Context: an optimization exercise on an open-source flow, tuned for small area. The choices shown serve that exercise and are no tape-out recipe.
Function was checked by simulation only, so behaviour that the tests miss may differ from the original.
No activity file was given, so power comes from the tool's default toggle rates.

==> delta: inputs <==
==> flow/design.v <==
package mem_pkg;
    localparam logic [1:0] DT_BYTE = 2'b00;
    localparam logic [1:0] DT_HALF = 2'b01;
    localparam logic [1:0] DT_WORD = 2'b10;
    localparam logic [1:0] DT_RSVD = 2'b11;
    typedef enum logic [1:0] {
        StIdle  = 2'd0,
        StBusy1 = 2'd1,
        StBusy2 = 2'd2,
        StDone  = 2'd3
    } state_t;
endpackage
module mem_byte_array (
    input  logic        Clk,
    input  logic [31:0] we,      
    input  logic [31:0] wdata,   
    input  logic [31:0] rsel,    
    output logic [31:0] rdata    
);
    for (genvar j = 0; j < 4; j++) begin : g_lane
        logic [63:0] ring_a, ring_b;   
        logic [71:0] rd;                
        for (genvar g = 0; g < 8; g++) begin : g_ring
            always_ff @(posedge Clk) begin
                ring_a[8*g +: 8] <= we[8*j+g] ? wdata[8*j +: 8] : ring_b[8*g +: 8];
                ring_b[8*g +: 8] <= ring_a[8*g +: 8];
            end
        end
        assign rd[7:0] = 8'd0;
        for (genvar g = 0; g < 8; g++) begin : g_tap
            assign rd[8*(g+1) +: 8] = rd[8*g +: 8] | (ring_a[8*g +: 8] & {8{rsel[8*j+g]}});
        end
        assign rdata[8*j +: 8] = rd[64 +: 8];
    end
endmodule
module mem_moc_responder #(
    parameter int unsigned LATENCY = 2,
    parameter int unsigned DEPTH   = 64
) (
    input  logic        Clk,
    input  logic        Reset_n,
    input  logic        MFA,
    input  logic        RW,
    input  logic [1:0]  DataType,
    input  logic        SignExt,
    input  logic [5:0]  Address,
    input  logic [31:0] DataIn,
    output logic [31:0] DataOut,
    output logic        MOC,
    output logic        Err
);
    mem_pkg::state_t state_q;
    logic            moc_q;
    logic [31:0]     dout_q;
    logic            rw_q, sext_q;
    logic [1:0]      dt_q;
    logic [5:0]      addr_q;
    logic [31:0]     data_q;
    logic            phase_q;   
    logic            wpend_q;   
    logic            in_idle, in_busy1, in_busy2, in_done, fault;
    logic            do_write, do_read, commit;
    logic [1:0]      rot;
    logic [31:0]     rot_in, rot_mid, rot_out, tap, rd_word;
    logic [31:0]     we, rsel;
    logic [3:0]      lane_en, lane_late, out_late;
    assign in_idle  = (state_q == mem_pkg::StIdle);
    assign in_busy1 = (state_q == mem_pkg::StBusy1);
    assign in_busy2 = (state_q == mem_pkg::StBusy2);
    assign in_done  = (state_q == mem_pkg::StDone);
    assign fault    = (dt_q == mem_pkg::DT_RSVD);
    assign do_write = in_busy2 && MFA && !rw_q && !fault;
    assign do_read  = in_busy2 && MFA &&  rw_q && !fault;
    assign commit   = do_write || wpend_q;
    for (genvar j = 0; j < 4; j++) begin : g_lane
        logic [3:0] row;
        logic [1:0] k;
        assign row = addr_q[5:2] + {3'd0, (addr_q[1:0] > 2'(j))};
        assign k   = 2'(j) - addr_q[1:0];
        assign lane_en[j] = (dt_q == mem_pkg::DT_WORD) ||
                            ((dt_q == mem_pkg::DT_HALF) && !k[1]) ||
                            ((dt_q == mem_pkg::DT_BYTE) && (k == 2'd0));
        assign lane_late[j] = row[0] ^ phase_q;
        for (genvar g = 0; g < 8; g++) begin : g_ring
            assign rsel[8*j+g] = !in_idle && (row[3:1] == 3'(g));
            assign we[8*j+g]   = commit && lane_en[j] && lane_late[j] && (row[3:1] == 3'(g));
        end
    end
    assign rot    = in_idle ? (2'd0 - Address[1:0]) : addr_q[1:0];
    assign rot_in = ({32{in_idle}} & DataIn) | tap;
    always_comb begin
        rot_mid = rot[1] ? {rot_in[15:0], rot_in[31:16]} : rot_in;
        rot_out = rot[0] ? {rot_mid[7:0], rot_mid[31:8]} : rot_mid;
        case (addr_q[1:0])
            2'd0:    out_late = lane_late;
            2'd1:    out_late = {lane_late[0],   lane_late[3:1]};
            2'd2:    out_late = {lane_late[1:0], lane_late[3:2]};
            default: out_late = {lane_late[2:0], lane_late[3]};
        endcase
    end
    for (genvar m = 0; m < 4; m++) begin : g_out
        assign rd_word[8*m +: 8] = out_late[m] ? data_q[8*m +: 8] : rot_out[8*m +: 8];
    end
    mem_byte_array u_array (
        .Clk   (Clk),
        .we    (we),
        .wdata (data_q),
        .rsel  (rsel),
        .rdata (tap)
    );
    always_ff @(posedge Clk) begin
        phase_q <= !phase_q;
        wpend_q <= do_write;
        if (in_idle) begin
            rw_q   <= RW;
            dt_q   <= DataType;
            sext_q <= SignExt;
            addr_q <= Address;
        end
        if (in_idle || (in_busy1 && rw_q)) data_q <= rot_out;
    end
    always_ff @(posedge Clk or negedge Reset_n) begin
        if (!Reset_n) begin
            state_q <= mem_pkg::StIdle;
            moc_q   <= 1'b0;
            dout_q  <= 32'd0;
        end else begin
            moc_q <= in_done && MFA;
            if (do_read) begin
                case (dt_q)
                    mem_pkg::DT_BYTE: dout_q <= {{24{sext_q & rd_word[7]}}, rd_word[7:0]};
                    mem_pkg::DT_HALF: dout_q <= {{16{sext_q & rd_word[15]}}, rd_word[15:0]};
                    default:          dout_q <= rd_word;
                endcase
            end
            case (state_q)
                mem_pkg::StIdle:  if (MFA) state_q <= mem_pkg::StBusy1;
                mem_pkg::StBusy1: state_q <= MFA ? mem_pkg::StBusy2 : mem_pkg::StIdle;
                mem_pkg::StBusy2: state_q <= MFA ? mem_pkg::StDone  : mem_pkg::StIdle;
                default:          if (!MFA) state_q <= mem_pkg::StIdle;
            endcase
        end
    end
    assign DataOut = dout_q;
    assign MOC     = moc_q;
    assign Err     = moc_q && fault;
endmodule
==> flow/flow/run.sh <==
#!/bin/bash
# Own layout flow: the standard synthesis, then an area-oriented re-mapping of
# the combinational logic only (every register keeps its name and cell type),
# then the standard floorplan-to-finish steps with small port buffers and a
# lighter clock tree. Each tool writes its full output to a log_*.log here.
set -euo pipefail
HERE=$(pwd)
FLOWDIR=$HERE/flow
RES=$HERE/orfs/results/$FLOW_PLATFORM/mem_moc_responder/base
LIB=$FLOW_HOME/platforms/sky130hd/lib/sky130_fd_sc_hd__tt_025C_1v80.lib

# 1. Standard synthesis.
bash standard.sh synth > $HERE/log_1_synth.log 2>&1
cp $RES/1_2_yosys.v $HERE/1_2_yosys.std.v

# 2. Re-map the combinational cells with ABC's area mapper, trying a few
#    scripts and keeping the smallest result. Registers are blackboxed so they
#    pass through untouched.
SCRIPTS=(
  "strash;dc2;&get -n;&deepsyn -T 150;&put;dc2;dch -f;amap -F 5 -A 5"
  "strash;&get -n;&deepsyn -T 150;&put;dch -f;amap -F 5 -A 5"
  "strash;dc2;&get -n;&deepsyn -T 150 -S 11;&put;dc2;dch -f;amap -F 5 -A 5"
  "strash;dc2;dch -f;amap -F 5 -A 5"
)
remap() {
  local i=$1 scr=$2
  echo "$scr" | tr ';' '\n' > $HERE/remap_$i.abc
  cat > $HERE/remap_$i.ys <<EOT
read_liberty -ignore_miss_func $LIB
blackbox $(cat $FLOWDIR/seq_cells.txt)
read_verilog $HERE/1_2_yosys.std.v
hierarchy -top $FLOW_TOP
flatten
rename -hide w:*.*
opt -purge
abc -liberty $LIB -dont_use *probe* -dont_use *lpflow* -dont_use *__conb* -script $HERE/remap_$i.abc
opt_clean -purge
hilomap -singleton -hicell sky130_fd_sc_hd__conb_1 HI -locell sky130_fd_sc_hd__conb_1 LO
splitnets
insbuf -buf sky130_fd_sc_hd__buf_4 A X
opt_clean -purge
stat -liberty $LIB
write_verilog -noattr -noexpr -nohex -nodec $HERE/remap_$i.v
EOT
  yosys -l $HERE/log_2_remap_$i.log $HERE/remap_$i.ys > /dev/null 2>&1 || true
}
for i in "${!SCRIPTS[@]}"; do remap $i "${SCRIPTS[$i]}" & done
wait
best=""; besta=""
for i in "${!SCRIPTS[@]}"; do
  a=$(grep -h "Chip area for module" $HERE/log_2_remap_$i.log 2>/dev/null | tail -1 | awk '{print $NF}')
  [[ -n "$a" && -s $HERE/remap_$i.v ]] || continue
  # A result far below the registers' own area means lost logic: skip it.
  awk "BEGIN{exit !($a > 16500)}" || continue
  if [[ -z "$besta" ]] || awk "BEGIN{exit !($a < $besta)}"; then best=$i; besta=$a; fi
done
echo "remap: picked script $best, area $besta" > $HERE/log_2_remap_pick.log
cp $HERE/remap_$best.v $RES/1_2_yosys.v
rm -f $RES/1_synth.odb $RES/1_synth.sdc
bash standard.sh synth > $HERE/log_3_synth_odb.log 2>&1

# 3. Standard layout steps with smaller port buffers and clock tree settings.
bash standard.sh \
  "BUFFER_PORTS_ARGS=-buffer_cell sky130_fd_sc_hd__buf_1" \
  "CTS_ARGS=-sink_clustering_enable -repair_clock_nets -buf_list sky130_fd_sc_hd__clkbuf_4 -sink_clustering_size 9 -sink_clustering_max_diameter 45 -dont_use_dummy_load" \
  finish > $HERE/log_4_layout.log 2>&1
==> flow/flow/seq_cells.txt <==
sky130_fd_sc_hd__dfbbn_1 sky130_fd_sc_hd__dfbbn_2 sky130_fd_sc_hd__dfbbp_1 sky130_fd_sc_hd__dfrbp_1 sky130_fd_sc_hd__dfrbp_2 sky130_fd_sc_hd__dfrtn_1 sky130_fd_sc_hd__dfrtp_1 sky130_fd_sc_hd__dfrtp_2 sky130_fd_sc_hd__dfrtp_4 sky130_fd_sc_hd__dfsbp_1 sky130_fd_sc_hd__dfsbp_2 sky130_fd_sc_hd__dfstp_1 sky130_fd_sc_hd__dfstp_2 sky130_fd_sc_hd__dfstp_4 sky130_fd_sc_hd__dfxbp_1 sky130_fd_sc_hd__dfxbp_2 sky130_fd_sc_hd__dfxtp_1 sky130_fd_sc_hd__dfxtp_2 sky130_fd_sc_hd__dfxtp_4 sky130_fd_sc_hd__dlclkp_1 sky130_fd_sc_hd__dlclkp_2 sky130_fd_sc_hd__dlclkp_4 sky130_fd_sc_hd__dlrbn_1 sky130_fd_sc_hd__dlrbn_2 sky130_fd_sc_hd__dlrbp_1 sky130_fd_sc_hd__dlrbp_2 sky130_fd_sc_hd__dlrtn_1 sky130_fd_sc_hd__dlrtn_2 sky130_fd_sc_hd__dlrtn_4 sky130_fd_sc_hd__dlrtp_1 sky130_fd_sc_hd__dlrtp_2 sky130_fd_sc_hd__dlrtp_4 sky130_fd_sc_hd__dlxbn_1 sky130_fd_sc_hd__dlxbn_2 sky130_fd_sc_hd__dlxbp_1 sky130_fd_sc_hd__dlxtn_1 sky130_fd_sc_hd__dlxtn_2 sky130_fd_sc_hd__dlxtn_4 sky130_fd_sc_hd__dlxtp_1 sky130_fd_sc_hd__edfxbp_1 sky130_fd_sc_hd__edfxtp_1 sky130_fd_sc_hd__lpflow_inputisolatch_1 sky130_fd_sc_hd__sdfbbn_1 sky130_fd_sc_hd__sdfbbn_2 sky130_fd_sc_hd__sdfbbp_1 sky130_fd_sc_hd__sdfrbp_1 sky130_fd_sc_hd__sdfrbp_2 sky130_fd_sc_hd__sdfrtn_1 sky130_fd_sc_hd__sdfrtp_1 sky130_fd_sc_hd__sdfrtp_2 sky130_fd_sc_hd__sdfrtp_4 sky130_fd_sc_hd__sdfsbp_1 sky130_fd_sc_hd__sdfsbp_2 sky130_fd_sc_hd__sdfstp_1 sky130_fd_sc_hd__sdfstp_2 sky130_fd_sc_hd__sdfstp_4 sky130_fd_sc_hd__sdfxbp_1 sky130_fd_sc_hd__sdfxbp_2 sky130_fd_sc_hd__sdfxtp_1 sky130_fd_sc_hd__sdfxtp_2 sky130_fd_sc_hd__sdfxtp_4 sky130_fd_sc_hd__sdlclkp_1 sky130_fd_sc_hd__sdlclkp_2 sky130_fd_sc_hd__sdlclkp_4 sky130_fd_sc_hd__sedfxbp_1 sky130_fd_sc_hd__sedfxbp_2 sky130_fd_sc_hd__sedfxtp_1 sky130_fd_sc_hd__sedfxtp_2 sky130_fd_sc_hd__sedfxtp_4
==> flow/standard.sh <==
#!/bin/bash
# synth_recipe.tcl (not shown) runs the flow's synth.tcl, then flattens the netlist and writes it again
# the make line also repeats each setting of config.mk as NAME=value (left out here)
make -C /OpenROAD-flow-scripts/flow DESIGN_CONFIG=/design/flow/config.mk WORK_HOME=/design/flow/orfs CLKGATE_MAP_FILE= SYNTH_SCRIPT=/design/flow/synth_recipe.tcl "${@:-finish}"
==> flow/config.mk <==
export PLATFORM = sky130hd
export DESIGN_NAME = mem_moc_responder
export DESIGN_NICKNAME = mem_moc_responder
export VERILOG_FILES = /design/flow/design.v
export SDC_FILE = /design/flow/constraint.sdc
export NUM_CORES = 4
export LEC_CHECK = 0
export ABC_AREA = 1
export CAP_MARGIN = 10
export CORE_MARGIN = 2
export CORE_UTILIZATION = 65
export GPL_TIMING_DRIVEN = 0
export PLACE_DENSITY = 0.75
export SLEW_MARGIN = 10
==> flow/constraint.sdc <==
create_clock -name core_clock -period 10.0 [get_ports {Clk}]
set_input_delay 2.0000 -clock core_clock [delete_from_list [all_inputs] [get_ports {Clk}]]
set_output_delay 2.0000 -clock core_clock [all_outputs]
set_load 0.01 [all_outputs]
==> inputs of onyx, as changes to delta <==
--- a/flow/design.v
+++ b/flow/design.v
@@ -111,3 +111,4 @@
     always_ff @(posedge Clk) begin
-        phase_q <= !phase_q;
+        if (phase_q) phase_q <= 1'b0;
+        else         phase_q <= 1'b1;
         wpend_q <= do_write;
--- a/flow/flow/run.sh
+++ b/flow/flow/run.sh
@@ -22,3 +22,3 @@
   "strash;dc2;&get -n;&deepsyn -T 150 -S 11;&put;dc2;dch -f;amap -F 5 -A 5"
-  "strash;dc2;dch -f;amap -F 5 -A 5"
+  "strash;dc2;&get -n;&deepsyn -T 150 -S 33;&put;dc2;dch -f;amap -F 5 -A 5"
 )
==> notes.md <==
quantity                                                                                                 onyx                                delta
Sequential power                                                                                      2860 µW                              2880 µW
Fmax achieved                                                                                       0.179 GHz                            0.176 GHz
Post-Place Cells                                                                                         2019                                 1918
Detailed-route via count                                                                                13200                                12800
Outcome                                                                              timing/DRC/antenna clean             timing/DRC/antenna clean
Clock group power                                                                                     1060 µW                              1050 µW
Hold WS                                                                                                328 ps                               326 ps
Met3 wire len                                                                                         4270 µm                              4070 µm
Worst min-delay path endpoint                                            u_array.g_lane[1].ring_b[32]$_DFF_P_  u_array.g_lane[3].ring_b[8]$_DFF_P_
Final core utilization                                                                                  71.3%                                71.2%
Multi-input combinational area share                                                                    26.0%                                26.3%
Non-clk bufs                                                                                               85                                   83
Final layout net count                                                                                   1803                                 1700
Count of buffer and inverter cells on the critical path                                                     3                                    4
Share of the clock period used by the worst path                                                        55.9%                                56.7%
Met1 Resource Use GR                                                                                    45.4%                                45.8%
Area of the core                                                                                   0.0268 mm²                           0.0269 mm²
Weighted congestion reported at the end of routability-driven placement                                 0.964                                0.916
Per-instance average area after synthesis                                                            11.1 µm²                             11.9 µm²
Syn Nets                                                                                                 1640                                 1540
Slew at the pin with the worst max-slew slack                                                         1280 ps                              1270 ps
Worst max-slew margin expressed relative to the limit                                                   14.5%                                15.4%
Die outline height                                                                                     169 µm                               169 µm

==> re-timing with driven ports <==
How much do the figures lean on ideal ports? The routed layouts below were timed once more, with nothing changed but the port constraints.
Step 1, drivers: a clkbuf_16 drives Clk and a buf_2 each remaining input, both assumed.
Step 2 adds t to the input delays and takes it off the output delays; t is the mean of the earliest and latest rising clock arrival at the registers after step 1. Input paths then give back, and output paths get back, about the clock's delay inside the block.
Three values: no drivers, after step 1, after step 2; two values: the first two.
run	t, ns	setup WS [ns]	cell pins on the clock port's net
delta	0.736	4.328 / 4.328 / 3.890	1
onyx	0.743	4.413 / 4.413 / 3.889	1
After both steps every run listed still meets setup and hold. For onyx, which loses most, drivers alone change the setup slack by 0.000 ns; drivers and shift together by -0.524 ns.
